Context: an optimization exercise on an open-source flow, tuned for small area. The choices shown serve that exercise and are no tape-out recipe.
Function was checked by simulation only, so behaviour that the tests miss may differ from the original.

==> flow/design.v (outline; a module is shown in full before it is edited, if it fits) <==
// module first_guess: 42 lines
// module gs_recip_lut: 269 lines
// module first_guess_mult: 80 lines
// module gs_fa: 4 lines
// module gs_ha: 4 lines
// module gs_hac: 4 lines
// module gs_xnor2: 3 lines
// module gs_or2: 3 lines
// module gs_aoi22: 3 lines
// module gs_aoi222: 4 lines
// module gs_nand2: 3 lines
// module gs_nor2: 3 lines
// module gs_and2: 3 lines
// module gs_ppo: 4 lines
// module gs_o21ai: 3 lines
// module gs_times3: 253 lines
// module gs_mul4: 7980 lines
module first_guess_mult
(
  input  logic              clk,
  input  logic              rst,
  input  logic              in_valid,
  input  logic              seed_sel,
  input  logic [31:0]       d_hi,
  input  logic [gs_div_pkg::W_OP-1:0]   a0,
  input  logic [gs_div_pkg::W_OP-1:0]   a1,
  input  logic [gs_div_pkg::W_F-1:0]    b,
  output logic [gs_div_pkg::W_F-1:0]    f_seed,
  output logic [gs_div_pkg::W_P-1:0]    c0,
  output logic [gs_div_pkg::W_P-1:0]    c1,
  output logic [gs_div_pkg::W_OP-1:0]   n_next,
  output logic [gs_div_pkg::W_OP-1:0]   d_next,
  output logic [gs_div_pkg::W_F-1:0]    f_next,
  output logic              out_valid
);
  // ...
==> flow/flow/run.sh <==
#!/bin/bash
# The standard layout (standard.sh: ORFS synthesis to final layout; the
# synthesis itself is unchanged), with two layout changes:
#  - before floorplanning, combinational cells that synthesis mapped above drive
#    strength 1 are set to drive strength 1 (flow/downsize.tcl); the flow's own
#    timing, slew and capacitance repair upsizes or buffers again where needed;
#  - the buffers ORFS puts on every input and output port are the smallest buffer
#    cell instead of the resizer's default choice.
# make's output goes to standard.log; each ORFS step keeps its own log under orfs/logs.
set -euo pipefail
export PRE_FLOORPLAN_TCL="$PWD/flow/downsize.tcl"
export BUFFER_PORTS_ARGS="-buffer_cell sky130_fd_sc_hd__buf_1"
bash standard.sh > standard.log 2>&1
==> flow/flow/downsize.tcl <==
# Gate sizing before floorplan: every combinational cell that synthesis mapped to
# a drive strength above 1 is set to its drive-1 variant (same function); the
# flow's timing and electrical repair resizes again wherever that is needed.
set n 0
foreach inst [get_cells *] {
  set m [get_property $inst ref_name]
  if {[regexp {^(sky130_fd_sc_hd__(a|o|n|x|mux|inv|and|or|buf|clkbuf|maj|ha|fa)\w*)_([2-9]|1[0-9])$} $m -> base]} {
    set lc [get_lib_cells ${base}_1]
    if {[llength $lc] == 1} {
      replace_cell $inst $lc
      incr n
    }
  }
}
puts "downsize: $n cells set to drive strength 1"
==> flow/standard.sh <==
#!/bin/bash
# synth_recipe.tcl (not shown) runs the flow's synth.tcl, then flattens the netlist and writes it again
# the make line also repeats each setting of config.mk as NAME=value (left out here)
make -C /OpenROAD-flow-scripts/flow DESIGN_CONFIG=/design/flow/config.mk WORK_HOME=/design/flow/orfs CLKGATE_MAP_FILE= SYNTH_SCRIPT=/design/flow/synth_recipe.tcl "${@:-finish}"
==> flow/config.mk <==
export PLATFORM = sky130hd
export DESIGN_NAME = first_guess_mult
export DESIGN_NICKNAME = first_guess_mult
export VERILOG_FILES = /design/flow/design.v
export SDC_FILE = /design/flow/constraint.sdc
export NUM_CORES = 4
export LEC_CHECK = 0
export CAP_MARGIN = 20
export CELL_PAD_IN_SITES_DETAIL_PLACEMENT = 1
export CORE_MARGIN = 2
export CORE_UTILIZATION = 40
export PLACE_DENSITY = 0.42
export SLEW_MARGIN = 20
export SYNTH_HIERARCHICAL = 1
==> flow/constraint.sdc <==
create_clock -name core_clock -period 20.0 [get_ports {clk}]
set_input_delay 4.0000 -clock core_clock [delete_from_list [all_inputs] [get_ports {clk}]]
set_output_delay 4.0000 -clock core_clock [all_outputs]
set_load 0.01 [all_outputs]
==> results by group, run 1 <==
Global routing
  • Met3 Use GR: 15.1%
  • GR Layer Usage met2: 67.2%
  • Grt met1 use: between 50 and 60%

Hold path
  • Hold Path End: f_seed_r[19]$_DFFE_PP0P_

Route
  • WL per Instance: 43.2 um
  • Drc violations: 0
  • M1 WL: 189000 um
  • Met2 wire len: 220000 um

STA
  • Max-slew headroom: 20.4%
  • Setup TNS: 0 ps
  • Final Critical Period: 18420 ps
  • Clk_skew: 0 ps

Synth
  • Mapped Cells: 8549
  • Yosys warns: 9

Layout
  • Multi-input gate count: 7823
  • Fraction of area in multi-input gates: 82.2%
  • Diodes inserted: 13
  • Top Registers: a0_r: 64 flops, a1_r: 64 flops, t_r: 34 flops

CTS
  • Post-cts sizing count: 0
  • # hold bufs at CTS: 0
  • CTS H-tree depth: 2

Worst setup path
  • Reg2reg end: f_r[29]$_DFFE_PP0P_
  • CP Depth: 31
  • Crit path from: t_r[20]$_DFFE_PP0P_
  • Max Fanout on Critical Path: 32

Job
  • Max-cap violation count: 0

Floorplanning
  • Die Wd: 469 um

Run status
  • Status: no timing/DRC/antenna violations
==> run 2, diff against run 1 <==
--- a/flow/config.mk
+++ b/flow/config.mk
@@ -7,3 +7,3 @@
 export LEC_CHECK = 0
-export CAP_MARGIN = 20
+export CAP_MARGIN = 10
 export CELL_PAD_IN_SITES_DETAIL_PLACEMENT = 1
@@ -11,4 +11,5 @@
 export CORE_UTILIZATION = 40
+export CTS_BUF_LIST = sky130_fd_sc_hd__clkbuf_8
 export PLACE_DENSITY = 0.42
-export SLEW_MARGIN = 20
+export SLEW_MARGIN = 10
 export SYNTH_HIERARCHICAL = 1
==> results by group, run 2 <==
Run status
  • Status: no timing/DRC/antenna violations

Route
  • Drc violations: 0 (unchanged)
  • Post-route ant nets: 0
  • Routed vias: 92500
  • Routed vias/inst: ~7.7
  • WL per Instance: 43.0 um (-0.48%)
  • Starting DRC count in detailed routing: 13900
  • Final WL: 518000 um
  • DRT Pass-1 Iters: 9

Layout
  • P&R area growth vs syn: 10.3%
  • Layout Nets: 11600
  • Util after Layout: 44.4%
  • Layout cell share with drive strength beyond 1: 7.17%
  • Most frequent cells in the layout: 2134 x o21ai_1, 2056 x fa_1, 2051 x a22oi_1
  • Most common cell after layout, fill and taps aside: o21ai_1
  • Top Registers: a0_r: 64 flops, a1_r: 64 flops, t_r: 34 flops

Worst setup path
  • Delay-heaviest family, CP: adder cells
  • Endpoint type of the worst setup path: output pin
  • Number of buffers and inverters on the critical path: 6
  • Critical path launch point type: flip-flop
  • Slowest cell on crit path: nor4_1
  • FF-to-FF Start: f_r[29]$_DFFE_PP0P_
  • Max incr delay on CP: 920 ps
  • CP required: ~16000 ps
  • WS Path Type: reg -> out
  • Max Fanout on Critical Path: 32 (unchanged)
  • Critical Path Most Common Cell: fa_1
  • Critical Path AT: 14550 ps
  • Crit path from: t_r[20]$_DFFE_PP0P_

Global routing
  • First-pass GRT wire length: 734000 um
  • Total track usage: a little under half
  • Largest net degree at the start of global routing: 99
  • Initial antenna violation count: 24
  • Overflow after GRT: 0
  • Vias in the first global route: 98900

Floorplanning
  • Initial Util: 40.3%
  • Die area: 0.220 mm2
  • Vert. Die Dim: ~470 um
  • Num rows: 170
  • Die Wd: 469 um (unchanged)
  • Core Area: ~0.21 mm2
  • IO Count: 586

STA
  • Clk_skew: 0 ps (unchanged)
  • # setup viols final: 0
  • Max-slew headroom: 16.4% (-4.0 points)
  • Final period utilization: 92.7%
  • Final Max Tran Viols: 0
  • Slew @ Worst Pin: ~1300 ps
  • RSZ-0062 raised after global routing: false
  • Fmax: 53.9 MHz
  • Final Critical Period: 18550 ps (+127 ps)
  • Final hold vios: 0
  • Setup TNS: 0 ps (unchanged)

Placement
  • DP Wirelength: 327000 um
  • IO Port Bufs: 584
  • Placer Congestion: just under 1

CTS
  • Post-CTS Setup Inserts: 0
  • Clock insertion delay at the later pin of the skew report: between 800 and 900 ps
  • CTS root buf: clkbuf_8
  • Max Root-Sink Buffers: 3
  • Worst-path clk slew: 70 ps
  • CTS tree: built
  • CTS H-tree depth: 2 (unchanged)
  • Num CTS Buffers: 52
  • Clock Sinks: 228
  • Post-cts sizing count: 0 (unchanged)
  • # hold bufs at CTS: 0 (unchanged)

Synth
  • Avg Cell Area, Syn: 10.1 um2
  • Yosys warns: 9 (unchanged)
  • Post-Syn Area: about 0.086 mm2
  • Synthesized Nets: 11000
  • Mapped Cells: 8549 (unchanged)

Hold path
  • Hold Path Class: reg -> reg
  • Hold wc startpoint: f_seed_r[30]$_DFFE_PP0P_

Job
  • Max-cap violation count: 0 (unchanged)
run 2: changes by cell type in the layout (fill, tap and decap cells not counted), moves of 3 or more:
cell,delta
clkbuf_1,-4
inv_6,-3
inv_1,+18
clkbuf_8,+53
clkbuf_16,-39
clkinv_1,+5
run 2: layer usage:
metal  global-route usage [%]  part of all wire (%)  vias up  routed length (um)
li1                         -                     -    33900                   -
met1                     57.3                    36    47800              188000
met2                     67.2                    42     8408              218000
met3                     15.7                    13     2393               66500
met4                     32.9                   8.6       28               44700
met5                    0.130                 0.044        -                 230
run 2: area by class of cell:
type / count / area [um2]
Antenna cell: 12 / 30.0
Clock buffer: 55 / 757
Clock inverter: 41 / 310
Fill cell: 23800 / 119000
Inverter: 80 / 309
Multi-Input combinational cell: 7823 / 78500
Sequential cell: 228 / 6470
Tap cell: 2838 / 3550
Timing Repair Buffer: 970 / 5380
run 2: worst paths after layout:
kind	cells after the start	slack, ps	end
min reg2reg	1	490	f_seed_r[30]$_DFFE_PP0P_
max reg2reg	4	16800	f_r[29]$_DFFE_PP0P_
min	1	490	f_seed_r[30]$_DFFE_PP0P_
max	31	1450	n_next[61]
min in group asynchronous	2	3240	t_r[18]$_DFFE_PP0P_
max in group asynchronous	3	15350	f_r[25]$_DFFE_PP0P_
run 2: per-stage QoR:
stage	area [um2]	hold WS (ps)	instances	setup slack (ps)
2_1_floorplan	86400	529	8549	3670
3_3_place_gp	94200	469	11900	2200
3_5_place_dp	94200	481	11900	2170
4_1_cts	95300	494	12000	1130
5_1_grt	95300	508	12000	1060
6_report	95300	490	12000	1450

## what the ideal ports hide
The flow's constraints put no driver on any port. The routed layouts listed below were extracted and timed again, unchanged, in two steps.
Step 1, drivers: a clkbuf_16 drives clk and a buf_2 each remaining input, both assumed.
Step 2 adds t to the input delays and takes it off the output delays; t is the mean of the earliest and latest rising clock arrival at the registers after step 1. Input paths then give back, and output paths get back, about the clock's delay inside the block.
Three values: ideal, step 1, step 2; two values: the first two.
run | shift t [ns] | slack for setup (ns) | clock arrival spread, ns
run 1 | 0.796 | 1.578 / 1.480 / 2.276 | 0.070 / 0.070
run 2 | 0.981 | 1.451 / 1.356 / 2.337 | 0.117 / 0.116
After both steps every run listed still meets setup and hold.
